From an optimization exercise on the open Yosys and OpenROAD flow, aimed at small area, a short achievable clock period and few clock cycles per item; shortcuts taken in it are not production practice. Where RTL was checked, it was by simulation tests only, not by an equivalence proof against the original. No functional check of the RTL was part of runs 7 and 8. Power figures rest on the tool's default switching activity, not on a simulated workload.

<file path="run.sh">
#!/bin/bash
# synth_recipe.tcl (not shown) runs the flow's synth.tcl, then flattens the netlist and writes it again
# the make line also repeats each setting of config.mk as NAME=value (left out here)
make -C /OpenROAD-flow-scripts/flow DESIGN_CONFIG=/design/flow/config.mk WORK_HOME=/design/flow/orfs CLKGATE_MAP_FILE= SYNTH_SCRIPT=/design/flow/synth_recipe.tcl finish
</file>
<file path="config.mk">
export PLATFORM = sky130hd
export DESIGN_NAME = beacon_id_table_to_channel_mapper_unit
export DESIGN_NICKNAME = beacon_id_table_to_channel_mapper_unit
export VERILOG_FILES = /design/flow/design.v
export SDC_FILE = /design/flow/constraint.sdc
export NUM_CORES = 4
export LEC_CHECK = 0
export CAP_MARGIN = 20
export CORE_MARGIN = 2
export CORE_UTILIZATION = 40
export SETUP_SLACK_MARGIN = 2.5
export SLEW_MARGIN = 20
</file>
<file path="constraint.sdc">
create_clock -name core_clock -period 5.0 [get_ports {clk}]
set_input_delay 1.0000 -clock core_clock [delete_from_list [all_inputs] [get_ports {clk}]]
set_output_delay 1.0000 -clock core_clock [all_outputs]
set_load 0.01 [all_outputs]
</file>
<file path="design.v">
`timescale 1ns / 1ps
package bidm_pkg;
  localparam int MAX_SENSORS = 16;
  localparam int IDX_W = (MAX_SENSORS > 1) ? $clog2(MAX_SENSORS) : 1;
  localparam int CNT_W = $clog2(MAX_SENSORS + 1);
  localparam logic [15:0] COMPANY_CODE = 16'h015d;
  localparam logic [7:0]  MIN_PAYLOAD  = 8'd21;
  typedef enum logic [1:0] {
    OP_SIGHTING = 2'd0,
    OP_SCAN     = 2'd1,
    OP_CLEAR    = 2'd2,
    OP_ADD      = 2'd3
  } opcode_t;
  typedef enum logic [3:0] {
    ST_SHORT       = 4'd0,
    ST_FOREIGN     = 4'd1,
    ST_KNOWN_HIT   = 4'd2,
    ST_NEW_HIT     = 4'd3,
    ST_ADDED       = 4'd4,
    ST_FULL        = 4'd5,
    ST_SCAN        = 4'd6,
    ST_CLEARED     = 4'd7,
    ST_KNOWN_ADDED = 4'd8,
    ST_ADD_FULL    = 4'd9
  } status_t;
  typedef enum logic [1:0] {
    S_IDLE,
    S_SEARCH,
    S_FINISH
  } fsm_state_t;
  typedef struct packed {
    opcode_t            opcode;
    logic [7:0]         payload_length;
    logic [15:0]        company_id;
    logic [63:0]        sensor_id;
    logic signed [7:0]  accel_x;
    logic signed [7:0]  accel_y;
    logic signed [7:0]  accel_z;
  } in_item_t;
  typedef struct packed {
    status_t     status;
    logic [3:0]  entry_index;
    logic [6:0]  channel_base;
    logic [7:0]  x_positive;
    logic [7:0]  x_negative;
    logic [7:0]  y_positive;
    logic [7:0]  y_negative;
    logic [7:0]  z_positive;
    logic [7:0]  z_negative;
    logic        send_request;
    logic        all_known_seen;
  } out_item_t;
  function automatic logic [7:0] pos_part(input logic signed [7:0] v);
    logic [7:0] r;
    r = 8'd0;
    if (!v[7] && (v != 8'sd0)) begin
      r = {v[6:0], 1'b0};
    end
    pos_part = r;
  endfunction
  function automatic logic [7:0] neg_part(input logic signed [7:0] v);
    logic [7:0] r;
    r = 8'd0;
    if (v[7]) begin
      r = 8'd0 - {v[6:0], 1'b0};
    end
    neg_part = r;
  endfunction
  function automatic logic [6:0] chan_base(input logic [IDX_W-1:0] idx);
    logic [IDX_W+2:0] p;
    p = {1'b0, idx, 2'b00} + {2'b00, idx, 1'b0};
    chan_base = 7'(p);
  endfunction
  function automatic logic [MAX_SENSORS-1:0] below_mask(input logic [CNT_W-1:0] cnt);
    logic [MAX_SENSORS-1:0] m;
    for (int i = 0; i < MAX_SENSORS; i++) begin
      m[i] = (CNT_W'(i) < cnt);
    end
    below_mask = m;
  endfunction
endpackage
`timescale 1ns / 1ps
module beacon_id_table_to_channel_mapper_unit (
  input  logic         clk,
  input  logic         rst_n,
  input  logic         in_valid,
  output logic         in_ready,
  input  logic [1:0]   in_opcode,
  input  logic [7:0]   in_payload_length,
  input  logic [15:0]  in_company_id,
  input  logic [63:0]  in_sensor_id,
  input  logic [7:0]   in_accel_x,
  input  logic [7:0]   in_accel_y,
  input  logic [7:0]   in_accel_z,
  output logic         out_valid,
  input  logic         out_ready,
  output logic [3:0]   out_status,
  output logic [3:0]   out_entry_index,
  output logic [6:0]   out_channel_base,
  output logic [7:0]   out_x_positive,
  output logic [7:0]   out_x_negative,
  output logic [7:0]   out_y_positive,
  output logic [7:0]   out_y_negative,
  output logic [7:0]   out_z_positive,
  output logic [7:0]   out_z_negative,
  output logic         out_send_request,
  output logic         out_all_known_seen,
  input  logic         cfg_we,
  input  logic         cfg_wdata
);
  localparam int N = 16;
  localparam int RW = 4 + 4 + 1 + 1 + 1 + 24;
  logic [63:0]   id_mem [N];
  logic [N-1:0]  km_r;       
  logic [N-1:0]  tm_r;       
  logic [N-1:0]  seen_r;
  logic [N-1:0]  ma_r;       
  logic [N-1:0]  mb_r;       
  logic          out_en_r;
  logic          in_ready_r;
  logic          accept;
  assign in_ready = in_ready_r;
  assign accept   = in_valid && in_ready_r;
  logic          s2_v;
  logic [N-1:0]  s2_eq;
  logic          s2_eqp;
  logic [63:0]   s2_id;
  logic          s2_look, s2_short, s2_scan, s2_clear, s2_add;
  logic [23:0]   s2_acc;
  always_ff @(posedge clk) begin
    logic sight;
    sight = (in_opcode == 2'd0);
    for (int i = 0; i < N; i++) begin
      s2_eq[i] <= (id_mem[i] == in_sensor_id);
    end
    s2_eqp   <= (s2_id == in_sensor_id);
    s2_id    <= in_sensor_id;
    s2_look  <= sight && (in_payload_length >= 8'd21) && (in_company_id == 16'h015d);
    s2_short <= (in_payload_length < 8'd21);
    s2_scan  <= (in_opcode == 2'd1);
    s2_clear <= (in_opcode == 2'd2);
    s2_add   <= (in_opcode == 2'd3);
    s2_acc   <= {in_accel_x, in_accel_y, in_accel_z};
  end
  logic          is_sight;
  logic [N-1:0]  match, pre_m, fm;
  logic [N-1:0]  oh_t, oh_k, we;
  logic          any, khit, full, kfull, hit;
  logic [N-1:0]  missing, low_m;
  logic          m_zero, m_one;
  assign is_sight = !s2_scan && !s2_clear && !s2_add;
  always_comb begin
    match = (ma_r & s2_eq) | (mb_r & {N{s2_eqp}});
    pre_m[0] = 1'b0;
    for (int i = 1; i < N; i++) begin
      pre_m[i] = pre_m[i-1] | match[i-1];
    end
    fm = match & ~pre_m;
    oh_t[0] = !tm_r[0];
    oh_k[0] = !km_r[0];
    for (int i = 1; i < N; i++) begin
      oh_t[i] = tm_r[i-1] && !tm_r[i];
      oh_k[i] = km_r[i-1] && !km_r[i];
    end
    missing = km_r & ~seen_r;
    low_m[0] = 1'b0;
    for (int i = 1; i < N; i++) begin
      low_m[i] = low_m[i-1] | missing[i-1];
    end
    low_m = ~low_m & ~missing;
    m_zero = (missing == '0);
    m_one  = ((missing & (missing - 1'b1)) == '0);
  end
  assign any   = |match;
  assign khit  = |(match & km_r);
  assign full  = tm_r[N-1];
  assign kfull = km_r[N-1];
  assign hit   = s2_look && any;
  assign we    = (s2_v && s2_add) ? oh_k : oh_t;
  logic [3:0]    st_h, idx_h;
  logic [6:0]    base_h;
  logic          all_h;
  logic [RW-1:0] res;
  always_comb begin
    logic [N-1:0] sel;
    logic         all_hit;
    st_h = 4'd0;
    if (s2_look) begin
      if (any) st_h = khit ? 4'd2 : 4'd3;
      else     st_h = full ? 4'd5 : 4'd4;
    end else if (is_sight) begin
      st_h = s2_short ? 4'd0 : 4'd1;
    end else if (s2_scan) begin
      st_h = 4'd6;
    end else if (s2_clear) begin
      st_h = 4'd7;
    end else begin
      st_h = kfull ? 4'd9 : 4'd8;
    end
    if (s2_look) sel = any ? fm : oh_t;
    else if (s2_add) sel = oh_k;
    else sel = '0;
    idx_h  = '0;
    base_h = '0;
    for (int i = 0; i < N; i++) begin
      if (sel[i]) begin
        idx_h  = idx_h | 4'(i);
        base_h = base_h | 7'(6 * i);
      end
    end
    all_hit = m_zero || (m_one && |(match & missing) && !(|(match & low_m)));
    if (is_sight) all_h = hit ? all_hit : m_zero;
    else if (s2_scan) all_h = !km_r[0];
    else if (s2_clear) all_h = 1'b1;
    else all_h = kfull && m_zero;
    res = {st_h, idx_h, s2_look && khit && out_en_r, all_h, hit, s2_acc};
  end
  always_ff @(posedge clk) begin
    logic [N-1:0] tm_n;
    tm_n = tm_r;
    if (!rst_n) begin
      km_r   <= '0;
      tm_n   = '0;
      seen_r <= '0;
    end else if (s2_v) begin
      if (s2_look) begin
        if (any) begin
          seen_r <= seen_r | fm;
        end else if (!full) begin
          seen_r <= seen_r | oh_t;
          tm_n   = {tm_r[N-2:0], 1'b1};
        end
      end else if (s2_scan) begin
        seen_r <= seen_r & ~km_r;
      end else if (s2_clear) begin
        km_r   <= '0;
        tm_n   = '0;
        seen_r <= '0;
      end else if (s2_add && !kfull) begin
        seen_r <= seen_r & ~oh_k;
        km_r   <= {km_r[N-2:0], 1'b1};
        tm_n   = {km_r[N-2:0], 1'b1};
      end
    end
    tm_r <= tm_n;
    ma_r <= tm_n & ~we;
    mb_r <= tm_n & we;
  end
  always_ff @(posedge clk) begin
    for (int i = 0; i < N; i++) begin
      if (we[i]) begin
        id_mem[i] <= s2_id;
      end
    end
  end
  logic          ov_r;
  logic [1:0]    skc_r, skc_nxt;
  logic [RW-1:0] sk0_r, sk1_r;
  logic          out_free;
  logic [3:0]    o_status;
  logic [3:0]    o_idx;
  logic [6:0]    o_base;
  logic [7:0]    o_xp, o_xn, o_yp, o_yn, o_zp, o_zn;
  logic          o_send;
  logic          o_all;
  assign out_free = !ov_r || out_ready;
  always_comb begin
    skc_nxt = skc_r;
    if (out_free) begin
      if (skc_r != 2'd0 && !s2_v) skc_nxt = skc_r - 2'd1;
    end else if (s2_v) begin
      skc_nxt = skc_r + 2'd1;
    end
  end
  always_ff @(posedge clk) begin
    if (!rst_n) begin
      ov_r       <= 1'b0;
      skc_r      <= 2'd0;
      s2_v       <= 1'b0;
      in_ready_r <= 1'b0;
      out_en_r   <= 1'b0;
    end else begin
      if (cfg_we) begin
        out_en_r <= cfg_wdata;
      end
      if (out_free) begin
        ov_r <= (skc_r != 2'd0) || s2_v;
      end
      skc_r      <= skc_nxt;
      s2_v       <= accept;
      in_ready_r <= ({1'b0, skc_nxt} + {2'b00, accept}) < 3'd2;
    end
  end
  function automatic logic [7:0] pos_part(input logic [7:0] v, input logic h);
    pos_part = (h && !v[7] && (v != 8'd0)) ? {v[6:0], 1'b0} : 8'd0;
  endfunction
  function automatic logic [7:0] neg_part(input logic [7:0] v, input logic h);
    neg_part = (h && v[7]) ? (8'd0 - {v[6:0], 1'b0}) : 8'd0;
  endfunction
  always_ff @(posedge clk) begin
    logic [RW-1:0] r;
    if (out_free && skc_r != 2'd0) begin
      sk0_r <= (skc_r == 2'd2) ? sk1_r : res;
      sk1_r <= res;
    end else begin
      if (skc_r == 2'd0) sk0_r <= res;
      if (skc_r == 2'd1) sk1_r <= res;
    end
    if (out_free) begin
      r = (skc_r != 2'd0) ? sk0_r : res;
      o_status <= r[34:31];
      o_idx    <= r[30:27];
      o_base   <= (skc_r != 2'd0) ? 7'({sk0_r[30:27], 2'b00} + {sk0_r[30:27], 1'b0}) : base_h;
      o_send   <= r[26];
      o_all    <= r[25];
      o_xp     <= pos_part(r[23:16], r[24]);
      o_xn     <= neg_part(r[23:16], r[24]);
      o_yp     <= pos_part(r[15:8], r[24]);
      o_yn     <= neg_part(r[15:8], r[24]);
      o_zp     <= pos_part(r[7:0], r[24]);
      o_zn     <= neg_part(r[7:0], r[24]);
    end
  end
  assign out_valid          = ov_r;
  assign out_status         = o_status;
  assign out_entry_index    = o_idx;
  assign out_channel_base   = o_base;
  assign out_x_positive     = o_xp;
  assign out_x_negative     = o_xn;
  assign out_y_positive     = o_yp;
  assign out_y_negative     = o_yn;
  assign out_z_positive     = o_zp;
  assign out_z_negative     = o_zn;
  assign out_send_request   = o_send;
  assign out_all_known_seen = o_all;
endmodule
</file>
==> qor.yml, run 1 <==
power.density_nw_per_um2: 412
htree_num_levels: 4
synth_most_common_cell: "edfxtp_1"
critPathCaptureType: "flip-flop"
crit_path_max_fanout: 4
utilization_pct: 48.9
num_vias: 34500
crit_required_ns: 5.61
drtIter0Drc: 3601
fmax_mhz: 376
rows: 137
crit_type: "reg -> reg"
ys_types: 73
grt_overflow: 0
power.total_uw: 28000
ys_top_cells_by_count: "edfxtp_1, xor2_1, nor4_1"
nets: 4439
finalClockSkew_ns: 0.0293
cts_tree: "done"
met1_usage_pct: 33.5
clock-sinks: 1347
routabilityCongestion: 0.930
cts_root_buf: "clkbuf_16"
yosysTopAreaCell: "edfxtp_1"
wl_um: 179000
die_y_um: 379
synth_top_flop_cell: "edfxtp_1"
ant_nets: 0
slew_viol_final: 0
pre_cts_ws_ns: 0.846
synth_async_sr_flop_share_pct: 0
setup_tns_ns: 0
yosysSeqAreaShare_pct: 68.5
power.leakage_uw: 0.0245
wl_per_cell_um: 28.4
portBuffers: 179
setup_ws_ns: 2.34
maxCapViolCount: 0
crit_path_max_incr_delay_ns: 0.47
grt_pass1_wl_um: 249000
drive_above_1_share_pct: 16.9
synth_cells: 3855
hp-class: "reg -> reg"
viasPerCell: 5.47
yosysTopAreaCellShare_pct: 61.5
synth_area_sq_um: 56200
peakVddDrop_mv: 0.288
rsz0062_at_grt: "true"
synth-seq-cells: 1347
crit_top_cell: "nor4_4"
clk_latency_ns: 0.78
clk_pin_slew_ns: 0.06
worst_hold_slack_ns: 0.453
ys_top_cells_by_area: "edfxtp_1, xor2_1, dfxtp_1"
cts_buffer_depth: 3
start_util_pct: 40.3
syn_area_per_cell_sq_um: 14.6
nFillCells: 11800
route.detailed.drc: 0
antenna_found_initial: 11
cp.arrival_ns: 3.27
gr-usage-met2_pct: 39.7
max-slew-margin-rel_pct: 22.6
worst_slew_pin_slew_ns: 1.16
period_needed_ns: 2.66
syn_to_final_growth_pct: 21.3
grt_max_degree: 67
yosysWarnings: 2
grtUsageTotal_pct: 24.7
status: "finished clean"
dp_hpwl_um: 116000
die_area_sq_um: 143000
cts_hold_buf: 0
use_met3_pct: 4.39
setup_viol: 0
multiInputGateArea_sq_um: 18000
worst_setup_path_start_kind: "flip-flop"
first_pass_iters: 6
grt_pass1_vias: 33200
regArea_sq_um: 38500
fin_crit_sh_pct: 53.2
slowest_stage: "dfxtp_1"
core_area_sq_um: 139000
hold_viol: 0
synth-edff-count: 1151
path_cells: "a22o_4 > nor4_4 > buf_4 > nand4_1 > buf_6 > nor4_4 > buf_4 > nor4_4 > a31oi_1"
die_w_um: 379
cts_made_buffers: 145
busiest_layer: "met2"
io_pins: 187
## through the flow
stage / area [sq um] / cells
2_1_floorplan: 56400 / 3861
3_3_place_gp: 61300 / 5923
3_5_place_dp: 61300 / 5923
5_1_grt: 68100 / 6305
6_report: 68100 / 6305
4_1_cts: 67400 / 6250
## critical path, delay by kind of cell (launching register included)
kind | cells | cell delay, ns
and+or+nand+nor | 4 | 0.89
buffers and inverters | 3 | 0.56
AOI/OAI and AO/OA | 2 | 0.56
DFF | 1 | 0.47
## report_power, final
group | internal (uW) | switching, uW
clock | 5900 | 4480
combinational | 1300 | 2400
sequential | 13500 | 473
## layout make-up
| type | count | area share [%] |
|---|---|---|
| antenna | 1 | 0.00367 |
| clock buffer | 208 | 5.99 |
| clock inverter | 59 | 0.700 |
| inverter | 43 | 0.237 |
| multi-input combinational | 2283 | 26.5 |
| sequential | 1347 | 56.5 |
| tap | 1876 | 3.45 |
| timing repair buffer | 488 | 6.63 |
## routing by layer
layer / routed length, um / part of all wire [%]
met1: 74400 / 42
met2: 84000 / 47
met3: 13600 / 7.6
met4: 6800 / 3.8
met5: 46 / 0.026
## logic make-up (layout without fill, tap and decap cells)
family | Yosys count | in the layout | synth area share (%)
flops | 1347 | 1347 | 68.5
xor+xnor | 1105 | 1105 | 17.2
other cells | 1 | 8 | 0.00668
buf+inv | 237 | 798 | 1.70
mux | 37 | 37 | 0.671
simple gates | 824 | 826 | 7.99
fa+ha+maj | 11 | 11 | 0.258
compound gates | 293 | 297 | 3.62
## state kept, by name (all words and copies together), names as in the netlist, 7 cells and up
name and count:
o_yn 7, sk1_r 35, tm_r 16, seen_r 16, s2_id 64, o_zn 7
id_mem 1024, o_yp 7, o_xn 7, km_r 16, mb_r 16, s2_eq 16
o_zp 7, ma_r 16, o_xp 7, sk0_r 35, s2_acc 24
## what timing repair did
| item | in CTS | in global routing |
|---|---|---|
| pin swaps | 55 | 54 |
| buffers inserted | 55 | 52 |
| resized for setup | 377 | 106 |
| cloned | 5 | 1 |
| endpoints found under the setup margin | 722 | 219 |
## worst paths after layout
check	from	end	slack, ns	cells past startpoint
worst min-delay path	in_ready_r	in_ready_r	0.45	1
worst max register to register	s2_eq[1]	o_idx[3]	2.34	9
worst min register to register	in_ready_r	in_ready_r	0.45	1
worst max-delay path	s2_eq[1]	o_idx[3]	2.34	9
## layout by cell type, fill, tap and decap left out, types with 21 or more instances in the layout
master,n
nor2_1,126
nor3_1,21
nand2b_1,33
clkdlybuf4s15_2,21
clkdlybuf4s50_1,71
mux2i_1,26
nor4_1,257
clkbuf_1,44
dfxtp_1,187
xor2_1,1097
nor2b_1,38
edfxtp_1,1151
nand2_1,140
o21ai_0,31
buf_4,240
dlygate4sd2_1,53
o211ai_1,23
o21ai_4,22
inv_1,41
a22oi_1,28
buf_12,29
a21oi_1,50
clkbuf_16,147
nand4_1,78
buf_6,31
nor4_2,35
Testbench counts, summed over its fixed seeds: cycles 4,816, items 4,800.
==> inputs of run 2 (changes only) <==
==> flow/run.sh (new file) <==
#!/bin/bash
# The standard layout, except that the port buffers are buf_4 cells: left to itself
# buffer_ports picks a delay cell (clkdlybuf4s50_1) for every input and output port.
set -euo pipefail
export BUFFER_PORTS_ARGS="-buffer_cell sky130_fd_sc_hd__buf_4"
bash standard.sh > standard.log 2>&1
==> standard.sh (new file) <==
#!/bin/bash
# synth_recipe.tcl (not shown) runs the flow's synth.tcl, then flattens the netlist and writes it again
# the make line also repeats each setting of config.mk as NAME=value (left out here)
make -C /OpenROAD-flow-scripts/flow DESIGN_CONFIG=/design/flow/config.mk WORK_HOME=/design/flow/orfs CLKGATE_MAP_FILE= SYNTH_SCRIPT=/design/flow/synth_recipe.tcl "${@:-finish}"
removed: run.sh
==> run 2 against run 1 <==
Net effect: still clean; design area down 1.3%; total power increased by 1.1%; critical path type unchanged; synthesized area stayed put; highest routed layer unchanged.
==> qor.yml, run 2 <==
power.density_nw_per_um2: 422
hold_start: "in_accel_x[7]"
portBuffers: 179
routabilityCongestion: 0.938
cts_root_buf: "clkbuf_16"
critPathCaptureType: "flip-flop"
die_area_sq_um: 143000
synth-edff-count: 1151
fmax_mhz: 388
rsz0062_at_grt: "true"
grtUsageTotal_pct: 24.7
synth-simple-area-share_pct: 7.99
start_util_pct: 40.3
finalClockSkew_ns: 0.0364
crit_path_max_incr_delay_ns: 0.53
rows: 137
layout_common_cells: "edfxtp_1, xor2_1, buf_4, nor4_1, dfxtp_1"
path_buf_inv: 2
viasPerCell: 5.44
clk_latency_ns: 0.78
first_pass_iters: 6
clk_pin_slew_ns: 0.06
r2r-end: "mb_r[11]"
path_depth: 9
clock-sinks: 1347
setup_viol: 0
crit_type: "reg -> reg"
final_common_cell: "edfxtp_1"
yosysTopAreaCell: "edfxtp_1"
setup_tns_ns: 0
synth-seq-cells: 1347
crit_required_ns: 5.63
synth-compound-area-share_pct: 3.62
min_to: "s2_acc[23]"
synth_adder_area_share_pct: 0.258
die_w_um: 379
cts_hold_buf: 0
peakVddDrop_mv: 0.414
worst_hold_slack_ns: 0.323
ant_nets: 0
r2r_cells: 9
num_vias: 33800
max-slew-margin-rel_pct: 33.8
drive_above_1_share_pct: 18.7
synth_most_common_cell: "edfxtp_1"
crit_path_max_fanout: 8
nFillCells: 12000
slowest_stage: "or4_4"
period_needed_ns: 2.58
cts_made_buffers: 147
synth_async_sr_flop_share_pct: 0
ys_types: 73
muxShareOfSynthArea_pct: 0.671
htree_num_levels: 4
synth_xor_area_share_pct: 17.2
dp_hpwl_um: 113000
hold_viol: 0
cts_tree: "done"
wl_um: 179000
hold_path_depth: 1
wl_per_cell_um: 28.7
r2r_slack_ns: 2.42
critPathTopFamily: "simple AND/OR/NAND/NOR gates"
grt_pass1_vias: 32200
synth_top_flop_cell: "edfxtp_1"
regMostFlops: "id_mem"
path_cells: "buf_8 > a22o_4 > nor4_4 > nand3_4 > buf_6 > or4_4 > o221a_1 > o21ai_4 > a21oi_1"
core_area_sq_um: 139000
yosysSeqAreaShare_pct: 68.5
io_pins: 187
antenna_found_initial: 6
cts_buffer_depth: 3
syn_to_final_growth_pct: 19.7
cp.arrival_ns: 3.21
worst_setup_path_start_kind: "flip-flop"
synth_cells: 3855
hp-class: "in -> reg"
drtIter0Drc: 3428
route.detailed.drc: 0
syn_area_per_cell_sq_um: 14.6
yosysTopAreaCellShare_pct: 61.5
die_y_um: 379
worst_slew_pin_slew_ns: 0.983
reg2reg_from: "s2_eqp"
nets: 4342
grt_overflow: 0
synth_top_family_by_area: "XOR/XNOR gates"
power.leakage_uw: 0.0240
largest_reg_flops: 1024
reg_top3: "id_mem (1024), s2_id (64)"
maxCapViolCount: 0
grt_max_degree: 67
fin_crit_sh_pct: 51.6
slew_viol_final: 0
yosysWarnings: 2
grt_pass1_wl_um: 248000
ys_top_cells_by_area: "edfxtp_1, xor2_1, dfxtp_1"
synth_area_sq_um: 56200
ys_top_cells_by_count: "edfxtp_1, xor2_1, nor4_1"
status: "finished clean"
-- run 2: changes by cell type in the layout (fill, tap and decap cells not counted), moves of 14 or more --
| cell | previous run | this run |
|---|---|---|
| clkdlybuf4s15_2 | 21 | 0 |
| buf_4 | 240 | 348 |
| clkdlybuf4s50_1 | 71 | 0 |
| dlygate4sd2_1 | 53 | 0 |
| nor2_1 | 126 | 106 |
| nor4_1 | 257 | 286 |
| buf_12 | 29 | 15 |
| nor4_2 | 35 | 8 |
| buf_2 | 15 | 0 |
-- run 2: how the worst max path moves through the flow --
stage	to	startpoint
2_1_floorplan	o_all	out_ready
3_3_place_gp	o_base[3]	s2_eqp
3_5_place_dp	sk0_r[28]	s2_eqp
4_1_cts	sk0_r[28]	s2_eqp
5_1_grt	mb_r[9]	s2_eqp
6_report	mb_r[11]	s2_eqp
-- run 2: logic make-up (layout without fill, tap and decap cells) --
kind of cell,count (synthesis),after routing
mux,37,37
simple gates,824,826
xor+xnor,1105,1105
compound gates,293,295
fa+ha+maj,11,11
other cells,1,10
buf+inv,237,706
flops,1347,1347
-- run 2: repair_timing --
action                                  CTS  global route
buffers inserted                         62            32
pin swaps                                39            72
gates resized for setup                 154           122
gates cloned                              3             1
endpoints found under the setup margin  863           388
-- run 2: layout make-up --
| cell class | instances | area [sq um] | share of cell area [%] |
|---|---|---|---|
| inverter | 43 | 165 | 0.246 |
| antenna | 3 | 7.51 | 0.0112 |
| timing repair buffer | 391 | 3260 | 4.85 |
| sequential | 1347 | 38500 | 57.3 |
| clock inverter | 73 | 696 | 1.03 |
| tap | 1876 | 2350 | 3.49 |
| multi-input combinational | 2281 | 18100 | 27.0 |
| clock buffer | 199 | 4100 | 6.10 |
-- run 2: metrics by stage --
stage / worst slack, ns / utilization (%) / std cells / cell area, sq um / power, uW
after floorplan: 2.33 / - / 3861 / 56400 / 16000
after global placement: 1.34 / 43.2 / 5840 / 60200 / 17400
after detailed placement: 1.32 / 43.2 / 5840 / 60200 / 17400
after CTS: 2.43 / 47.6 / 6177 / 66400 / 28300
after global routing: 2.38 / 48.2 / 6210 / 67200 / 29300
final: 2.42 / 48.2 / 6213 / 67200 / 28300
-- run 2: routing by layer --
metal  GRT usage (%)  routed length (um)  up-vias
met5               0                  50        -
met4            7.60                5660        8
met3            4.33               12700      299
met2            40.6               85700     1325
met1            33.3               74400    17400
li1                -                   -    14800
-- run 2: power by group --
group	total (uW)	internal, uW	leakage (uW)	switching [uW]
clock network	10800	6160	0.00234	4610
registers	13900	13500	0.0124	450
logic	3650	1250	0.00932	2390
total	28300	20900	0.0240	7450
==> inputs of run 3 (changes only) <==
--- a/config.mk
+++ b/config.mk
@@ -10,2 +10,5 @@
 export CORE_UTILIZATION = 40
+export CTS_BUF_LIST = sky130_fd_sc_hd__clkbuf_16
+export CTS_CLUSTER_DIAMETER = 120
+export CTS_CLUSTER_SIZE = 30
 export SETUP_SLACK_MARGIN = 2.5
==> run 3 against run 2 <==
Net effect: synthesized cell count is the same; flip-flop and latch count stayed put; critical path depth up 1; cell count fell by 2.8%; still clean on timing, DRC and antenna; clock power down 49%; register-to-register slack worse by 0.11 ns; total power fell by 19%.
==> qor.yml, run 3 <==
rsz0062_at_grt: "true"
wl_um: 174000
place_area_sq_um: 60200
crit_required_ns: 5.60
syn_area_per_cell_sq_um: 14.6
path_cells: "buf_12 > a22o_4 > nor4_4 > nand3_4 > buf_12 > or4_4 > buf_6 > o211a_1 > o21ai_2 > nor2_1"
worst_setup_path_start_kind: "flip-flop"
nets: 4248
dp_cells: 5840
synth-seq-cells: 1347
drtIter0Drc: 3599
cts_root_buf: "clkbuf_16"
yosysTopAreaCell: "edfxtp_1"
dp_hpwl_um: 113000
synth_most_common_cell: "edfxtp_1"
drive_above_1_share_pct: 15.6
reg_top3: "id_mem (1024), s2_id (64)"
io_pins: 187
worst_hold_slack_ns: 0.355
largest_reg_flops: 1024
worst_slew_pin_slew_ns: 1.06
yosysTopAreaCellShare_pct: 61.5
synth_cells: 3855
routabilityCongestion: 0.938
yosysSeqAreaShare_pct: 68.5
rows: 137
grt_max_degree: 67
synth_async_sr_flop_share_pct: 0
power.leakage_uw: 0.0226
clock-sinks: 1347
grt_pass1_vias: 31400
fin_crit_sh_pct: 53.8
setup_tns_ns: 0
grt_pass1_wl_um: 243000
cts_made_buffers: 52
finalClockSkew_ns: 0.0891
antenna_found_initial: 5
critPathCaptureType: "flip-flop"
synth-edff-count: 1151
die_w_um: 379
setup_ws_ns: 2.31
final_common_cell: "edfxtp_1"
period_needed_ns: 2.69
stdcell_count: 6038
ant_nets: 0
max-slew-margin-rel_pct: 29.5
yosysWarnings: 2
pre_cts_ws_ns: 1.32
grt_overflow: 0
fmax_mhz: 372
peakVddDrop_mv: 0.361
die_y_um: 379
status: "finished clean"
hold_viol: 0
cts_buffer_depth: 3
finalInstanceArea_sq_um: 63900
htree_num_levels: 2
regMostFlops: "id_mem"
core_area_sq_um: 139000
crit_type: "reg -> reg"
synth_area_sq_um: 56200
clk_pin_slew_ns: 0.12
crit_top_cell: "buf_12"
first_pass_iters: 6
ys_top_cells_by_count: "edfxtp_1, xor2_1, nor4_1"
cts_tree: "done"
grtUsageTotal_pct: 24.0
route.detailed.drc: 0
portBuffers: 179
layout_common_cells: "edfxtp_1, xor2_1, buf_4, nor4_1, dfxtp_1"
clk_latency_ns: 0.75
maxCapViolCount: 0
viasPerCell: 5.48
cts_hold_buf: 0
synth_top_flop_cell: "edfxtp_1"
ys_top_cells_by_area: "edfxtp_1, xor2_1, dfxtp_1"
die_area_sq_um: 143000
crit_path_max_fanout: 6
cp.arrival_ns: 3.29
hp-class: "in -> reg"
start_util_pct: 40.3
nFillCells: 12300
slew_viol_final: 0
setup_viol: 0
power.density_nw_per_um2: 360
syn_to_final_growth_pct: 13.7
crit_path_max_incr_delay_ns: 0.54
ys_types: 73
num_vias: 33100
wl_per_cell_um: 28.9
slowest_stage: "or4_4"
[run 3: cell types whose count changed in the layout (fill, tap and decap cells not counted), sizes merged]
cell and change:
diode -1, clkinv -49, inv +34, nand2 -1, clkbuf -148, bufinv -7
buf +3, clkinvlp -6
[run 3: worst max-delay path, delay by kind of cell, from the launching register on]
kind	cells	cell delay [ns]
DFF	1	0.40
and+or+nand+nor	4	1.15
buffers and inverters	3	0.47
AOI/OAI and AO/OA	3	0.51
[run 3: per-stage QoR]
stage	power [uW]	utilization [%]
3_3_place_gp	17400	43.2
4_1_cts	22900	45.4
3_5_place_dp	17400	43.2
5_1_grt	23800	45.8
2_1_floorplan	16000	-
6_report	23000	45.8
[run 3: cell type report]
cell class                      count  area [sq um]  area share, %
Antenna cell                        2          5.00        0.00783
Clock buffer                       52          1300           2.04
Clock inverter                     45           274          0.429
Inverter                           43           161          0.253
Multi-Input combinational cell   2280         18000           28.2
Sequential cell                  1347         38500           60.3
Tap cell                         1876          2350           3.67
Timing Repair Buffer              393          3270           5.12
[run 3: final timing paths]
check	from	endpoint	depth (start not counted)	slack, ns
max reg2reg	s2_eqp	ma_r[7]	10	2.31
min reg2reg	s2_id[52]	id_mem[3][52]	0	0.45
min	in_accel_x[6]	s2_acc[22]	1	0.35
max	s2_eqp	ma_r[7]	10	2.31
[run 3: kinds of logic after synthesis]
group | synth area share, %
compound gates | 3.62
xor+xnor | 17.2
fa+ha+maj | 0.258
buf+inv | 1.70
flops | 68.5
mux | 0.671
other cells | 0.00668
simple gates | 7.99
[run 3: repair_timing]
item,in CTS,in global routing
setup buffers,78,18
gates resized for setup,165,93
setup endpoints to repair,853,429
pin swaps,50,53
cloned,3,0
[run 3: power by group]
part	total, uW	switching [uW]	internal (uW)
clock network	5500	3520	1980
registers	13900	442	13400
logic	3610	2380	1240
total	23000	6340	16700
[run 3: routing by layer]
metal  track usage [%]  share of wire, %  vias to the layer above
met5                 0             0.029                        -
met2              39.6                48                     1252
met1              33.0                42                    17100
met3              3.03               6.8                      211
met4              7.55               3.4                        8
li1                  -                 -                    14500
==> inputs of run 4 (changes only) <==
--- a/config.mk
+++ b/config.mk
@@ -7,9 +7,7 @@
 export LEC_CHECK = 0
+export ABC_CLOCK_PERIOD_IN_PS = 2000
 export CAP_MARGIN = 20
 export CORE_MARGIN = 2
-export CORE_UTILIZATION = 40
-export CTS_BUF_LIST = sky130_fd_sc_hd__clkbuf_16
-export CTS_CLUSTER_DIAMETER = 120
-export CTS_CLUSTER_SIZE = 30
-export SETUP_SLACK_MARGIN = 2.5
+export CORE_UTILIZATION = 60
+export SETUP_SLACK_MARGIN = 3.0
 export SLEW_MARGIN = 20
==> run 4 against run 3 <==
Net effect: critical endpoint is now o_yn[1]; largest power group unchanged; non-clock buffer count up 40; fmax down 1.8%; count of clock-buffer cells in the layout up 131; synthesized area unchanged; sequential share of layout area down 4.0 points; still clean on timing, DRC and antenna; setup slack worse by 0.050 ns; utilization up 28 points.
==> qor.yml, run 4 <==
rsz0062_at_grt: "true"
cp.arrival_ns: 3.23
die_area_sq_um: 96100
largest_reg_flops: 1024
ys_top_cells_by_area: "edfxtp_1, xor2_1, dfxtp_1"
setup_tns_ns: 0
synth-edff-count: 1151
nFillCells: 5702
worst_hold_slack_ns: 0.346
synth_adder_area_share_pct: 0.258
viasPerCell: 6.33
crit_required_ns: 5.49
slew_viol_final: 0
io_pins: 187
clock-sinks: 1347
crit_type: "reg -> reg"
path_cells: "buf_12 > a22o_4 > nor4_4 > buf_6 > buf_4 > nand3_4 > buf_6 > o211a_4 > or2_4 > nand2_4 > nor2_1"
ys_top_cells_by_count: "edfxtp_1, xor2_1, nor4_1"
syn_area_per_cell_sq_um: 14.6
grt_pass1_vias: 35000
antenna_found_initial: 6
power.leakage_uw: 0.0247
route.detailed.drc: 0
critPathCaptureType: "flip-flop"
cts_root_buf: "clkbuf_16"
ant_nets: 0
maxCapViolCount: 0
portBuffers: 179
num_vias: 35500
layout_common_cells: "edfxtp_1, xor2_1, buf_4, nor4_1, dfxtp_1"
die_y_um: 310
worst_setup_path_start_kind: "flip-flop"
cts_buffer_depth: 3
finalClockSkew_ns: 0.0316
synth-seq-cells: 1347
finalInstanceArea_sq_um: 68500
dp_hpwl_um: 112000
utilization_pct: 73.7
htree_num_levels: 4
place_area_sq_um: 59400
cts_hold_buf: 0
grt_max_degree: 67
grt_pass1_wl_um: 253000
regArea_sq_um: 38500
status: "finished clean"
rows: 112
wl_um: 182000
clk_pin_slew_ns: 0.06
yosysTopAreaCell: "edfxtp_1"
crit_path_max_incr_delay_ns: 0.41
period_needed_ns: 2.74
peakVddDrop_mv: 0.411
regMostFlops: "id_mem"
multiInputGateArea_sq_um: 19100
fmax_mhz: 365
cts_tree: "done"
routabilityCongestion: 0.932
synth_top_family_by_area: "XOR/XNOR gates"
hp-class: "in -> reg"
final_common_cell: "edfxtp_1"
core_area_sq_um: 93000
setup_viol: 0
die_w_um: 310
yosysWarnings: 2
synth-simple-area-share_pct: 7.99
synth_most_common_cell: "edfxtp_1"
first_pass_iters: 6
yosysTopAreaCellShare_pct: 61.5
synth-compound-area-share_pct: 3.62
fin_crit_sh_pct: 54.8
synth_cells: 3855
ys_types: 73
wl_per_cell_um: 32.4
drive_above_1_share_pct: 22.4
synth_top_flop_cell: "edfxtp_1"
grt_overflow: 0
start_util_pct: 60.4
slowest_stage: "dfxtp_4"
crit_top_cell: "buf_6"
grtUsageTotal_pct: 37.6
synth_async_sr_flop_share_pct: 0
use_met3_pct: 7.79
yosysSeqAreaShare_pct: 68.5
crit_path_max_fanout: 8
max-slew-margin-rel_pct: 44.6
syn_to_final_growth_pct: 22.0
synth_xor_area_share_pct: 17.2
reg_top3: "id_mem (1024), s2_id (64)"
worst_slew_pin_slew_ns: 0.831
gr-usage-met2_pct: 60.6
synth_area_sq_um: 56200
nets: 4377
power.density_nw_per_um2: 418
drtIter0Drc: 4757
busiest_layer: "met2"
hold_viol: 0
clk_latency_ns: 0.76
muxShareOfSynthArea_pct: 0.671
cts_made_buffers: 137
met1_usage_pct: 48.2
power.total_uw: 28700
==> run 4: cell counts after synthesis <==
No cell type changed its count.
==> run 4: what timing repair did <==
action,CTS,global route
setup endpoints to repair,1219,530
pin swaps,133,90
gates resized for setup,482,163
gates cloned,12,1
setup buffers,112,31
==> run 4: critical path, delay by kind of cell, from the launching register on <==
family | cells | cell delay [ns]
AOI/OAI and AO/OA | 2 | 0.51
buffers and inverters | 4 | 0.61
DFF | 1 | 0.41
and+or+nand+nor | 5 | 0.94
==> run 4: worst paths after layout <==
kind	from	end	slack [ns]	depth (start not counted)
hold / removal	in_accel_x[2]	s2_acc[18]	0.35	1
setup reg to reg	s2_eqp	o_yn[1]	2.26	11
hold reg to reg	s2_id[32]	id_mem[9][32]	0.44	0
setup / recovery	s2_eqp	o_yn[1]	2.26	11
==> run 4: final cells by class <==
type / count / area share [%]
clock buffer: 183 / 5.57
tap: 1254 / 2.29
sequential: 1347 / 56.2
clock inverter: 71 / 1.25
multi-input combinational: 2284 / 27.8
timing repair buffer: 433 / 6.58
inverter: 43 / 0.241
antenna: 1 / 0.00365
==> run 4: power breakdown <==
group	internal [uW]	total, uW	leakage, uW	switching, uW
Sequential	13500	14000	0.0124	549
Combinational	1460	3960	0.0100	2500
Clock	6230	10700	0.00228	4430
==> run 4: per-stage QoR <==
step	worst slack [ns]	instances
final	2.26	5616
after global routing	2.19	5615
after global placement	0.736	5204
after floorplan	2.54	3861
after detailed placement	1.01	5205
after CTS	2.37	5583
==> run 4: logic make-up (layout without fill, tap and decap cells) <==
family | after synthesis | count (layout)
compound gates | 293 | 295
xor+xnor | 1105 | 1105
fa+ha+maj | 11 | 11
buf+inv | 237 | 730
flops | 1347 | 1347
mux | 37 | 37
other cells | 1 | 8
simple gates | 824 | 829
==> run 4: metal layers <==
layer,part of all wire (%),routed length [um]
met1,36,66200
met2,48,86500
met3,9.7,17700
met4,6.2,11300
met5,0.024,44
==> inputs of run 5 (changes only) <==
--- a/config.mk
+++ b/config.mk
@@ -7,7 +7,9 @@
 export LEC_CHECK = 0
-export ABC_CLOCK_PERIOD_IN_PS = 2000
 export CAP_MARGIN = 20
 export CORE_MARGIN = 2
-export CORE_UTILIZATION = 60
-export SETUP_SLACK_MARGIN = 3.0
+export CORE_UTILIZATION = 40
+export CTS_BUF_LIST = sky130_fd_sc_hd__clkbuf_16
+export CTS_CLUSTER_DIAMETER = 120
+export CTS_CLUSTER_SIZE = 25
+export SETUP_SLACK_MARGIN = 2.2
 export SLEW_MARGIN = 20
==> run 5 against run 4 <==
Net effect: synthesized cell count is the same; utilization shrank 29 points; non-clock buffer count shrank 105; cell count grew 6.7%; largest cell class unchanged; highest routed layer unchanged.
==> qor.yml, run 5 <==
fmax_mhz: 351
synth_xor_area_share_pct: 17.2
peakVddDrop_mv: 0.344
ys_top_cells_by_count: "edfxtp_1, xor2_1, nor4_1"
synth_top_flop_cell: "edfxtp_1"
grtUsageTotal_pct: 23.9
crit_type: "in -> reg"
synth_area_sq_um: 56200
syn_to_final_growth_pct: 11.8
rows: 137
worst_setup_path_start_kind: "input port"
clk_latency_ns: 0.76
nets: 4192
dp_hpwl_um: 111000
r2r-end: "ma_r[13]"
num_vias: 33000
cp.arrival_ns: 3.44
yosysTopAreaCellShare_pct: 61.5
r2r_slack_ns: 2.23
synth-edff-count: 1151
crit_required_ns: 5.59
core_area_sq_um: 139000
viasPerCell: 5.51
setup_ws_ns: 2.15
ys_top_cells_by_area: "edfxtp_1, xor2_1, dfxtp_1"
hp-class: "in -> reg"
critPathCapture: "s2_eq[9]"
synth-simple-area-share_pct: 7.99
synth_top_family_by_area: "XOR/XNOR gates"
die_w_um: 379
pre_cts_ws_ns: 1.20
grt_pass1_wl_um: 242000
drtIter0Drc: 3835
synth-seq-cells: 1347
largest_reg_flops: 1024
muxShareOfSynthArea_pct: 0.671
cp-startpoint: "in_sensor_id[40]"
crit_path_max_fanout: 18
yosysTopAreaCell: "edfxtp_1"
antenna_found_initial: 12
status: "finished clean"
finalClockSkew_ns: 0.0676
grt_overflow: 0
grt_pass1_vias: 31400
io_pins: 187
critPathCaptureType: "flip-flop"
power.leakage_uw: 0.0222
power.density_nw_per_um2: 371
htree_num_levels: 2
r2r_cells: 9
reg2reg_from: "s2_eq[0]"
clk_pin_slew_ns: 0.10
setup_viol: 0
die_y_um: 379
max-slew-margin-rel_pct: 24.4
ys_types: 73
routabilityCongestion: 0.912
maxCapViolCount: 0
fin_crit_sh_pct: 56.9
cts_buffer_depth: 3
first_pass_iters: 6
synth_cells: 3855
clock-sinks: 1347
cts_made_buffers: 61
synth_most_common_cell: "edfxtp_1"
wl_per_cell_um: 29.1
period_needed_ns: 2.85
slew_viol_final: 0
synth_async_sr_flop_share_pct: 0
drive_above_1_share_pct: 12.2
start_util_pct: 40.3
route.detailed.drc: 0
worst_slew_pin_slew_ns: 1.12
grt_max_degree: 67
yosysSeqAreaShare_pct: 68.5
wl_um: 174000
cts_hold_buf: 0
die_area_sq_um: 143000
layout_common_cells: "edfxtp_1, xor2_1, buf_4, nor4_1, dfxtp_1"
final_common_cell: "edfxtp_1"
portBuffers: 179
synth_adder_area_share_pct: 0.258
reg_top3: "id_mem (1024), s2_id (64)"
hold_viol: 0
rsz0062_at_grt: "true"
cts_root_buf: "clkbuf_16"
nFillCells: 12400
synth-compound-area-share_pct: 3.62
yosysWarnings: 2
regMostFlops: "id_mem"
ant_nets: 0
syn_area_per_cell_sq_um: 14.6
cts_tree: "done"
setup_tns_ns: 0
-- run 5: cell counts after synthesis --
Identical to the previous run, type by type.
-- run 5: report_power, final --
part / switching, uW / total (uW) / leakage (uW) / internal, uW
clock: 3620 / 6000 / 0.00107 / 2380
combinational: 2270 / 3390 / 0.00878 / 1130
sequential: 434 / 13900 / 0.0124 / 13500
-- run 5: routing by layer --
layer,track usage (%),share of wire [%]
met1,32.6,42
met2,40.3,48
met3,3.03,7.0
met4,6.46,2.9
met5,0,0.021
-- run 5: area by class of cell --
| cell class | instances | area, sq um | share of cell area [%] |
|---|---|---|---|
| diodes | 2 | 5.00 | 0.00797 |
| well taps | 1876 | 2350 | 3.74 |
| clock buffers | 61 | 1530 | 2.43 |
| repair buffers | 328 | 2620 | 4.18 |
| multi-input cells | 2280 | 17300 | 27.5 |
| flip-flops and latches | 1347 | 38500 | 61.3 |
| inverters | 43 | 165 | 0.263 |
| clock inverters | 53 | 349 | 0.556 |
-- run 5: stage by stage --
step	total power (uW)	util [%]	cell area, sq um	cells	hold slack [ns]
2_1_floorplan	16100	-	56300	3861	0.430
3_3_place_gp	17400	43.1	60100	5828	0.448
3_5_place_dp	17400	43.1	60100	5829	0.450
4_1_cts	23400	44.8	62400	5967	0.298
5_1_grt	24100	45.0	62800	5989	0.310
6_report	23300	45.0	62800	5990	0.341
-- run 5: logic make-up after synthesis --
group / after synthesis
AND/OR/NAND/NOR: 824
other: 1
AO/OA/AOI/OAI: 293
flip-flops: 1347
XOR/XNOR: 1105
multiplexers: 37
adder cells (fa/ha/maj): 11
buffers and inverters: 237
-- run 5: critical path, cell delays in order --
cell and delay [ns]:
buf_4 0.46, xor2_1 0.14, nor4_1 0.79, nand4_1 0.43, nor4_1 0.57
-- run 5: worst min-delay path by stage --
stage | startpoint | to | slack, ns | cells past startpoint
after detailed placement | s2_acc[17] | sk1_r[17] | 0.45 | 0
after global routing | in_accel_x[6] | s2_acc[22] | 0.31 | 1
after CTS | in_accel_z[4] | s2_acc[4] | 0.30 | 1
after global placement | seen_r[4] | seen_r[4] | 0.45 | 2
final | in_accel_x[2] | s2_acc[18] | 0.34 | 1
after floorplan | s2_acc[0] | sk1_r[0] | 0.43 | 0
-- run 5: what timing repair did --
item,in CTS,in global routing
setup endpoints to repair,574,264
cloned,3,0
buffers inserted,21,21
pin swaps,14,13
gates resized for setup,40,44
==> inputs of run 6 (changes only) <==
--- a/config.mk
+++ b/config.mk
@@ -13,3 +13,4 @@
 export CTS_CLUSTER_SIZE = 25
-export SETUP_SLACK_MARGIN = 2.2
+export PLACE_DENSITY = 0.8
+export SETUP_SLACK_MARGIN = 2.5
 export SLEW_MARGIN = 20
==> run 6 against run 5 <==
Net effect: still clean on timing, DRC and antenna; count of clock-buffer cells in the layout increased by 6; setup slack improved by 0.27 ns; global-route usage decreased by 1.9 points; flip-flop and latch count unchanged; design area increased by 1.5%; largest cell class unchanged; highest routed layer unchanged.
==> qor.yml, run 6 <==
status: "finished clean"
period_needed_ns: 2.58
crit_path_max_fanout: 14
viasPerCell: 5.63
htree_num_levels: 3
core_area_sq_um: 139000
power.leakage_uw: 0.0226
antenna_found_initial: 13
dp_hpwl_um: 105000
grt_overflow: 0
crit_required_ns: 5.58
busiest_layer: "met2"
fin_crit_sh_pct: 51.6
ant_nets: 0
die_w_um: 379
rsz0062_at_grt: "true"
die_area_sq_um: 143000
synth_area_sq_um: 56200
nets: 4218
place_area_sq_um: 60000
yosysSeqAreaShare_pct: 68.5
regArea_sq_um: 38500
rows: 137
multiInputGateArea_sq_um: 17800
crit_type: "reg -> reg"
synth_most_common_cell: "edfxtp_1"
clk_pin_slew_ns: 0.10
syn_area_per_cell_sq_um: 14.6
synth_async_sr_flop_share_pct: 0
synth_top_flop_cell: "edfxtp_1"
ys_top_cells_by_area: "edfxtp_1, xor2_1, dfxtp_1"
yosysTopAreaCellShare_pct: 61.5
cp.arrival_ns: 3.16
largest_reg_flops: 1024
hold_viol: 0
worst_slew_pin_slew_ns: 1.17
grt_pass1_wl_um: 228000
power.density_nw_per_um2: 369
start_util_pct: 40.3
route.detailed.drc: 0
reg_top3: "id_mem (1024), s2_id (64)"
grtUsageTotal_pct: 22.0
met1_usage_pct: 28.5
regMostFlops: "id_mem"
yosysTopAreaCell: "edfxtp_1"
clock-sinks: 1347
setup_ws_ns: 2.42
drtIter0Drc: 4031
maxCapViolCount: 0
slew_viol_final: 0
use_met3_pct: 3.98
cts_tree: "done"
cts_root_buf: "clkbuf_16"
routabilityCongestion: 0.962
cts_hold_buf: 0
r2r_slack_ns: 2.42
cts_buffer_depth: 3
pre_cts_ws_ns: 1.27
io_pins: 187
die_y_um: 379
cts_made_buffers: 66
ys_top_cells_by_count: "edfxtp_1, xor2_1, nor4_1"
wl_per_cell_um: 26.8
fmax_mhz: 387
finalClockSkew_ns: 0.0472
drive_above_1_share_pct: 14.4
nFillCells: 11800
peakVddDrop_mv: 0.325
setup_viol: 0
finalInstanceArea_sq_um: 63700
hp-class: "in -> reg"
max-slew-margin-rel_pct: 21.4
final_common_cell: "edfxtp_1"
synth-edff-count: 1151
grt_max_degree: 67
yosysWarnings: 2
worst_setup_path_start_kind: "flip-flop"
first_pass_iters: 5
syn_to_final_growth_pct: 13.5
portBuffers: 179
synth_cells: 3855
gr-usage-met2_pct: 36.2
synth-seq-cells: 1347
ys_types: 73
clk_latency_ns: 0.71
num_vias: 33900
grt_pass1_vias: 32600
wl_um: 161000
critPathCaptureType: "flip-flop"
layout_common_cells: "edfxtp_1, xor2_1, buf_4, nor4_1, dfxtp_1"
setup_tns_ns: 0
[run 6: cell types whose count changed in the layout (fill, tap and decap cells not counted), sizes merged]
cell    previous run  this run
clkinv             5         3
bufinv             2         0
inv               88        94
nand3             19        20
clkbuf            61        68
buf              328       350
o21ai             65        62
[run 6: per-stage QoR]
stage | total power, uW | instances | hold slack (ns) | util, %
2_1_floorplan | 16000 | 3861 | 0.430 | -
3_3_place_gp | 17200 | 5810 | 0.410 | 43.0
3_5_place_dp | 17400 | 5810 | 0.415 | 43.0
4_1_cts | 23400 | 5981 | 0.353 | 45.2
5_1_grt | 24300 | 6017 | 0.367 | 45.7
6_report | 23500 | 6019 | 0.396 | 45.7
[run 6: final timing paths]
kind	end	cells past startpoint	from
worst max register to register	o_idx[1]	7	s2_eqp
worst max-delay path	o_idx[1]	7	s2_eqp
worst min-delay path	s2_acc[20]	1	in_accel_x[4]
worst min register to register	id_mem[3][4]	0	s2_id[4]
[run 6: timing repair]
item / in CTS / in global routing
buffers inserted: 48 / 36
endpoints found under the setup margin: 929 / 611
pin swaps: 23 / 36
gates resized for setup: 121 / 82
cloned: 1 / 0
[run 6: kinds of logic after synthesis]
group | after synthesis | synth area share, %
DFF | 1347 | 68.5
xor gates and xnor gates | 1105 | 17.2
and+or+nand+nor | 824 | 7.99
AOI/OAI and AO/OA | 293 | 3.62
buffers and inverters | 237 | 1.70
muxes | 37 | 0.671
adders and majority gates | 11 | 0.258
other | 1 | 0.00668
[run 6: report_power, final]
part | internal, uW | switching (uW)
sequential | 13500 | 486
clock | 2560 | 3630
combinational | 1200 | 2210
[run 6: critical path: stages (launching register included)]
cell and delay [ns]:
dfxtp_4 0.39, buf_6 0.17, a22oi_2 0.39, nand4_1 0.48
o41ai_4 0.67, nor4_4 0.12, nand3_2 0.11, mux2_2 0.15
[run 6: layout make-up]
type | instances | share of cell area, %
clock inverter | 55 | 0.591
inverter | 43 | 0.263
timing repair buffer | 351 | 4.50
multi-input combinational | 2278 | 27.9
sequential | 1347 | 60.4
antenna | 2 | 0.00785
tap | 1876 | 3.68
clock buffer | 67 | 2.63
[run 6: layer usage]
| layer | vias to the layer above | part of all wire [%] |
|---|---|---|
| met2 | 1962 | 47 |
| met4 | 10 | 4.9 |
| met3 | 382 | 10 |
| met5 | - | 0.037 |
| met1 | 17100 | 37 |
| li1 | 14500 | - |
==> inputs of run 7 (changes only) <==
--- a/design.v
+++ b/design.v
@@ -151,3 +151,10 @@
   assign is_sight = !s2_scan && !s2_clear && !s2_add;
+  logic [N-1:0]  w, pre_w, fw;
   always_comb begin
+    oh_t[0] = !tm_r[0];
+    oh_k[0] = !km_r[0];
+    for (int i = 1; i < N; i++) begin
+      oh_t[i] = tm_r[i-1] && !tm_r[i];
+      oh_k[i] = km_r[i-1] && !km_r[i];
+    end
     match = (ma_r & s2_eq) | (mb_r & {N{s2_eqp}});
@@ -158,8 +165,10 @@
     fm = match & ~pre_m;
-    oh_t[0] = !tm_r[0];
-    oh_k[0] = !km_r[0];
+    if (s2_look) w = match | oh_t;
+    else if (s2_add) w = oh_k;
+    else w = '0;
+    pre_w[0] = 1'b0;
     for (int i = 1; i < N; i++) begin
-      oh_t[i] = tm_r[i-1] && !tm_r[i];
-      oh_k[i] = km_r[i-1] && !km_r[i];
+      pre_w[i] = pre_w[i-1] | w[i-1];
     end
+    fw = w & ~pre_w;
     missing = km_r & ~seen_r;
@@ -199,5 +208,3 @@
     end
-    if (s2_look) sel = any ? fm : oh_t;
-    else if (s2_add) sel = oh_k;
-    else sel = '0;
+    sel = fw;
     idx_h  = '0;
@@ -226,6 +233,4 @@
       if (s2_look) begin
-        if (any) begin
-          seen_r <= seen_r | fm;
-        end else if (!full) begin
-          seen_r <= seen_r | oh_t;
+        seen_r <= seen_r | fw;
+        if (!any && !full) begin
           tm_n   = {tm_r[N-2:0], 1'b1};
==> run 7 against run 6 <==
Net effect: first-iteration DRC count increased by 44%; utilization decreased by 0.22 points; register-to-register slack got worse by 0.16 ns; design area decreased by 0.48%; die area decreased by 0.17%; total power decreased by 6.2%; cell count decreased by 0.93%; worst hold slack improved by 0.014 ns; clock power decreased by 4.4%; sequential power decreased by 6%; sequential share of layout area increased by 0.30 points; synthesized area decreased by 0.17%; critical endpoint is now o_all; highest routed layer unchanged.
==> qor.yml, run 7 <==
antenna_found_initial: 6
portBuffers: 179
syn_area_per_cell_sq_um: 14.9
grtUsageTotal_pct: 26.2
grt_max_degree: 67
pwr-share-comb_pct: 14.0
r2r_cells: 9
power.density_nw_per_um2: 348
busiest_layer: "met2"
syn_to_final_growth_pct: 13.1
yosysTopAreaCell: "edfxtp_1"
hold_viol: 0
critPathCaptureType: "flip-flop"
num_vias: 36000
fin_crit_sh_pct: 54.8
synth-edff-count: 1151
die_area_sq_um: 143000
hp-class: "in -> reg"
cp.arrival_ns: 3.19
gr-usage-met2_pct: 40.0
wl_um: 193000
max-slew-margin-rel_pct: 9.06
grt_pass1_vias: 33900
crit_top_cell: "buf_4"
setup_tns_ns: 0
cp-startpoint: "s2_eqp"
cts_buffer_depth: 3
synth_async_sr_flop_share_pct: 0
r2r_slack_ns: 2.26
synth_area_sq_um: 56100
slew_viol_final: 0
maxCapViolCount: 0
crit_type: "reg -> reg"
route.detailed.drc: 0
nets: 4158
worst_setup_path_start_kind: "flip-flop"
finalClockSkew_ns: 0.115
dp_hpwl_um: 118000
status: "finished clean"
die_w_um: 378
power.net_switching_uw: 5850
p_seq_share_pct: 59.2
ys_top_cells_by_count: "edfxtp_1, xor2_1, nor4_1"
regMostFlops: "id_mem"
ys_types: 74
routabilityCongestion: 0.998
use_met3_pct: 7.16
start_util_pct: 40.2
yosysWarnings: 2
slowest_stage: "or4_1"
peakVddDrop_mv: 0.427
p_int_uw: 16200
met1_usage_pct: 33.1
io_pins: 187
p_clk_share_pct: 26.8
cts_hold_buf: 0
htree_num_levels: 2
r2r-end: "o_all"
synth-seq-cells: 1347
synth_cells: 3770
ys_top_cells_by_area: "edfxtp_1, xor2_1, dfxtp_1"
worst_slew_pin_slew_ns: 1.36
first_pass_iters: 5
layout_common_cells: "edfxtp_1, xor2_1, buf_4, nor4_1, dfxtp_1"
cts_root_buf: "clkbuf_16"
crit_path_max_incr_delay_ns: 0.53
largest_reg_flops: 1024
power.leakage_uw: 0.0223
grt_overflow: 0
ant_nets: 0
crit_path_max_fanout: 10
rows: 137
synth_most_common_cell: "edfxtp_1"
setup_viol: 0
clock-sinks: 1347
grt_pass1_wl_um: 261000
final_common_cell: "edfxtp_1"
cts_tree: "done"
fmax_mhz: 365
synth_top_flop_cell: "edfxtp_1"
reg_top3: "id_mem (1024), s2_id (64)"
yosysTopAreaCellShare_pct: 61.6
rsz0062_at_grt: "true"
path_cells: "buf_4 > a22oi_2 > buf_4 > o22ai_1 > or4_1 > o31a_1 > nand4_1 > o31ai_2 > mux2_2"
die_y_um: 378
core_area_sq_um: 139000
clk_latency_ns: 0.79
clk_pin_slew_ns: 0.10
drtIter0Drc: 5821
reg2reg_from: "s2_eqp"
wl_per_cell_um: 32.3
swShare_pct: 26.5
crit_required_ns: 5.45
period_needed_ns: 2.74
worst_hold_slack_ns: 0.410
critPathCapture: "o_all"
viasPerCell: 6.03
cts_made_buffers: 61
yosysSeqAreaShare_pct: 68.6
drive_above_1_share_pct: 15.4
## run 7: cell count changes after synthesis, moves of 11 or more
cell,previous run,this run
clkbuf_1,173,154
o211a_1,13,2
nor3b_1,14,2
nor2b_1,40,54
nand2_1,148,82
mux2_2,5,46
o22ai_1,11,25
o211ai_1,23,11
a22oi_1,32,7
## run 7: how the worst min path moves through the flow
stage	from	to	slack, ns	cells past startpoint
floorplan	s2_acc[0]	sk1_r[0]	0.42	0
global placement	s2_acc[17]	sk1_r[17]	0.45	0
detailed placement	s2_acc[6]	sk1_r[6]	0.45	0
CTS	in_accel_x[1]	s2_acc[17]	0.36	1
global route	in_accel_z[1]	s2_acc[1]	0.38	1
finish	in_accel_z[5]	s2_acc[5]	0.41	1
## run 7: cell type report
class                           count  area (sq um)
Antenna cell                        7          17.5
Clock buffer                       61          1530
Clock inverter                     55           357
Fill cell                       11900         75900
Inverter                           38           145
Multi-Input combinational cell   2217         17600
Sequential cell                  1347         38500
Tap cell                         1876          2350
Timing Repair Buffer              362          2940
## run 7: metrics by stage
| step | setup slack [ns] | std cells | utilization (%) | instance area (sq um) | power (uW) |
|---|---|---|---|---|---|
| finish | 2.26 | 5963 | 45.5 | 63400 | 22100 |
| global route | 2.20 | 5956 | 45.5 | 63400 | 22600 |
| CTS | 2.29 | 5939 | 45.2 | 63000 | 22000 |
| detailed placement | 1.34 | 5780 | 43.3 | 60300 | 16100 |
| global placement | 1.35 | 5778 | 43.2 | 60200 | 16000 |
| floorplan | 2.22 | 3776 | - | 56300 | 14800 |
## run 7: cell families (layout without fill, tap and decap cells)
family / Yosys count / count (layout) / synth area share (%)
multiplexers: 73 / 74 / 1.41
AO/OA/AOI/OAI: 253 / 257 / 3.28
other: 1 / 14 / 0.00669
AND/OR/NAND/NOR: 760 / 762 / 7.55
adder cells (fa/ha/maj): 11 / 11 / 0.259
buffers and inverters: 219 / 516 / 1.58
flip-flops: 1347 / 1347 / 68.6
XOR/XNOR: 1106 / 1106 / 17.3
## run 7: metal layers
layer,routed length (um),up-vias
met3,28600,701
met1,64800,17800
li1,-,14200
met4,15400,2
met2,83700,3193
met5,8,-
## run 7: repair_timing
action                                  4_1_cts  5_1_grt
pin swaps                                    26       14
setup buffers                                37       13
cloned                                        6        2
endpoints found under the setup margin     1011      325
resized for setup                            82       54
## run 7: worst max-delay path, delay by kind of cell (launching register included)
kind | cells | cell delay [ns]
flip-flops | 1 | 0.43
AO/OA/AOI/OAI | 4 | 0.71
buffers and inverters | 2 | 0.37
AND/OR/NAND/NOR | 2 | 0.65
multiplexers | 1 | 0.27
## run 7: power by group through the flow
| stage | Clock [uW] | Combinational [uW] | Sequential (uW) |
|---|---|---|---|
| floorplan | 0 | 1440 | 13400 |
| detailed placement | 0 | 2790 | 13300 |
| global route | 6260 | 3210 | 13100 |
| global placement | 0 | 2670 | 13300 |
| finish | 5920 | 3090 | 13100 |
| CTS | 5930 | 2970 | 13100 |
==> inputs of run 8 (changes only) <==
--- a/design.v
+++ b/design.v
@@ -118,2 +118,5 @@
   logic [N-1:0]  mb_r;       
+  logic [N-1:0]  mak_r;      
+  logic          mbv_r;      
+  logic          mbk_r;      
   logic          out_en_r;
@@ -151,10 +154,5 @@
   assign is_sight = !s2_scan && !s2_clear && !s2_add;
-  logic [N-1:0]  w, pre_w, fw;
+  logic [N-1:0]  fe;
+  logic          any_a, any_b;
   always_comb begin
-    oh_t[0] = !tm_r[0];
-    oh_k[0] = !km_r[0];
-    for (int i = 1; i < N; i++) begin
-      oh_t[i] = tm_r[i-1] && !tm_r[i];
-      oh_k[i] = km_r[i-1] && !km_r[i];
-    end
     match = (ma_r & s2_eq) | (mb_r & {N{s2_eqp}});
@@ -162,13 +160,14 @@
     for (int i = 1; i < N; i++) begin
-      pre_m[i] = pre_m[i-1] | match[i-1];
+      pre_m[i] = pre_m[i-1] | s2_eq[i-1];
     end
-    fm = match & ~pre_m;
-    if (s2_look) w = match | oh_t;
-    else if (s2_add) w = oh_k;
-    else w = '0;
-    pre_w[0] = 1'b0;
+    fe    = s2_eq & ~pre_m;
+    any_a = |(s2_eq & ma_r);
+    any_b = mbv_r && s2_eqp;
+    fm    = any_a ? fe : (any_b ? mb_r : '0);
+    oh_t[0] = !tm_r[0];
+    oh_k[0] = !km_r[0];
     for (int i = 1; i < N; i++) begin
-      pre_w[i] = pre_w[i-1] | w[i-1];
+      oh_t[i] = tm_r[i-1] && !tm_r[i];
+      oh_k[i] = km_r[i-1] && !km_r[i];
     end
-    fw = w & ~pre_w;
     missing = km_r & ~seen_r;
@@ -182,4 +181,4 @@
   end
-  assign any   = |match;
-  assign khit  = |(match & km_r);
+  assign any   = any_a || any_b;
+  assign khit  = |(s2_eq & mak_r) || (mbk_r && s2_eqp);
   assign full  = tm_r[N-1];
@@ -208,3 +207,5 @@
     end
-    sel = fw;
+    if (s2_look) sel = any ? fm : oh_t;
+    else if (s2_add) sel = oh_k;
+    else sel = '0;
     idx_h  = '0;
@@ -225,6 +226,7 @@
   always_ff @(posedge clk) begin
-    logic [N-1:0] tm_n;
+    logic [N-1:0] tm_n, km_n;
     tm_n = tm_r;
+    km_n = km_r;
     if (!rst_n) begin
-      km_r   <= '0;
+      km_n   = '0;
       tm_n   = '0;
@@ -233,4 +235,6 @@
       if (s2_look) begin
-        seen_r <= seen_r | fw;
-        if (!any && !full) begin
+        if (any) begin
+          seen_r <= seen_r | fm;
+        end else if (!full) begin
+          seen_r <= seen_r | oh_t;
           tm_n   = {tm_r[N-2:0], 1'b1};
@@ -240,3 +244,3 @@
       end else if (s2_clear) begin
-        km_r   <= '0;
+        km_n   = '0;
         tm_n   = '0;
@@ -245,3 +249,3 @@
         seen_r <= seen_r & ~oh_k;
-        km_r   <= {km_r[N-2:0], 1'b1};
+        km_n   = {km_r[N-2:0], 1'b1};
         tm_n   = {km_r[N-2:0], 1'b1};
@@ -249,5 +253,9 @@
     end
-    tm_r <= tm_n;
-    ma_r <= tm_n & ~we;
-    mb_r <= tm_n & we;
+    km_r  <= km_n;
+    tm_r  <= tm_n;
+    ma_r  <= tm_n & ~we;
+    mb_r  <= tm_n & we;
+    mak_r <= tm_n & ~we & km_n;
+    mbv_r <= |(tm_n & we);
+    mbk_r <= |(tm_n & we & km_n);
   end
==> run 8 against run 7 <==
Net effect: first-iteration DRC count shrank 19%; clock power shrank 2%; register-to-register slack lost 0.10 ns; total power shrank 0.52%; synthesized area grew 2.7%; fmax shrank 3.7%; global-route usage shrank 2.4 points; critical endpoint is now o_base[6]; critical path type unchanged; still clean; worst hold slack lost 0.024 ns; design area grew 3.4%; sequential share of layout area shrank 1.4 points; clock skew shrank 0.025 ns; utilization grew 0.24 points.
==> qor.yml, run 8 <==
critPathTopFamily: "compound AO/OA/AOI/OAI gates"
r2r_slack_ns: 2.16
crit_type: "reg -> reg"
cts_buffer_depth: 3
synth_cells: 4024
synth_top_family_by_area: "XOR/XNOR gates"
path_cells: "a22oi_2 > nand2_2 > buf_6 > nor4_4 > buf_12 > buf_12 > buf_4 > mux2i_2 > a22oi_2 > buf_4 > nand3_2 > o31a_1"
core_area_sq_um: 143000
reg_top3: "id_mem (1024), s2_id (64)"
synth-compound-area-share_pct: 3.98
yosysWarnings: 2
drtIter0Drc: 4692
yosysSeqAreaShare_pct: 67.4
grt_pass1_wl_um: 252000
finalInstanceArea_sq_um: 65600
die_w_um: 383
io_pins: 187
synth-seq-cells: 1365
power.total_uw: 22000
wl_um: 181000
cp.arrival_ns: 3.30
worst_hold_slack_ns: 0.385
cts_made_buffers: 61
rsz0062_at_grt: "true"
cts_tree: "done"
grt_max_degree: 68
synth_most_common_cell: "edfxtp_1"
power.leakage_uw: 0.0230
die_y_um: 383
routabilityCongestion: 0.963
nFillCells: 12300
dp_cells: 6023
place_area_sq_um: 61700
synth-edff-count: 1151
ys_top_cells_by_area: "edfxtp_1, xor2_1, dfxtp_1"
num_vias: 36400
fmax_mhz: 352
rows: 139
setup_tns_ns: 0
synth-simple-area-share_pct: 8.21
htree_num_levels: 2
nets: 4401
synth_async_sr_flop_share_pct: 0
maxCapViolCount: 0
min_to: "s2_acc[16]"
dp_hpwl_um: 117000
r2r-end: "o_base[6]"
start_util_pct: 40.2
synth_area_sq_um: 57600
worst_slew_pin_slew_ns: 1.11
peakVddDrop_mv: 0.384
grt_pass1_vias: 34900
layout_common_cells: "edfxtp_1, xor2_1, buf_4, nor4_1, dfxtp_1"
muxShareOfSynthArea_pct: 1.40
finalClockSkew_ns: 0.0894
regMostFlops: "id_mem"
r2r_cells: 12
syn_area_per_cell_sq_um: 14.3
wl_per_cell_um: 29.1
status: "finished clean"
portBuffers: 179
viasPerCell: 5.85
cts_root_buf: "clkbuf_16"
cts_hold_buf: 0
cp-startpoint: "s2_eq[14]"
max-slew-margin-rel_pct: 25.6
hold_path_depth: 1
crit_path_max_fanout: 6
first_pass_iters: 6
setup_viol: 0
hold_start: "in_accel_x[0]"
-- run 8: changes by cell type in the layout (fill, tap and decap cells not counted), moves of 13 or more --
cell / before / now
nand2_1: 73 / 93
a22oi_1: 3 / 22
o21ai_1: 3 / 20
o21ai_0: 36 / 51
mux2_2: 46 / 32
nor3_1: 19 / 33
nor4_1: 270 / 283
-- run 8: final cells by class --
cell class | instances | area (sq um) | area share, %
flip-flops and latches | 1365 | 38900 | 59.4
inverters | 57 | 229 | 0.349
clock buffers | 61 | 1530 | 2.33
multi-input cells | 2400 | 18900 | 28.8
diodes | 5 | 12.5 | 0.0191
clock inverters | 54 | 312 | 0.475
well taps | 1903 | 2380 | 3.63
repair buffers | 385 | 3280 | 5.00
-- run 8: how the worst max path moves through the flow --
stage / depth (start not counted) / end / slack (ns)
6_report: 12 / o_base[6] / 2.16
3_3_place_gp: 8 / o_base[2] / 1.51
3_5_place_dp: 8 / o_base[2] / 1.50
4_1_cts: 9 / mbk_r / 2.29
5_1_grt: 12 / sk0_r[28] / 2.11
2_1_floorplan: 10 / mbk_r / 2.19
-- run 8: metrics by stage --
step	setup WS [ns]	util [%]
after floorplan	2.19	-
after global placement	1.51	43.0
final	2.16	45.8
after CTS	2.29	45.1
after detailed placement	1.50	43.0
after global routing	2.11	45.7
-- run 8: per-layer routing --
layer  GRT usage (%)  wire length [um]  vias up  part of all wire (%)
li1                -                 -    15200                     -
met1            30.9             65800    18300                    36
met2            38.1             82800     2493                    46
met3            4.02             20500      492                    11
met4            13.0             11800        6                   6.5
met5               0                41        -                 0.023
-- run 8: cells by family (layout without fill, tap and decap cells) --
group	count (synthesis)	in the layout
adders and majority gates	12	12
and+or+nand+nor	847	850
AOI/OAI and AO/OA	349	349
DFF	1365	1365
xor gates and xnor gates	1106	1106
other	1	12
muxes	76	76
buffers and inverters	268	557
-- run 8: timing repair --
action / 4_1_cts / 5_1_grt
setup buffers: 47 / 33
endpoints found under the setup margin: 750 / 280
pin swaps: 57 / 58
resized for setup: 171 / 126
gates cloned: 3 / 4
-- run 8: power breakdown --
part / internal [uW] / switching (uW)
Combinational: 1030 / 1780
Clock: 2280 / 3550
Sequential: 13000 / 325
Total: 16300 / 5660

Check on run 8: ideal ports give 2.156 ns setup slack; a clkbuf_16 on the clock port and buf_2 on the inputs give 2.156 ns; moving port delays by the midpoint clock arrival (0.803 ns) as well gives 1.569 ns.
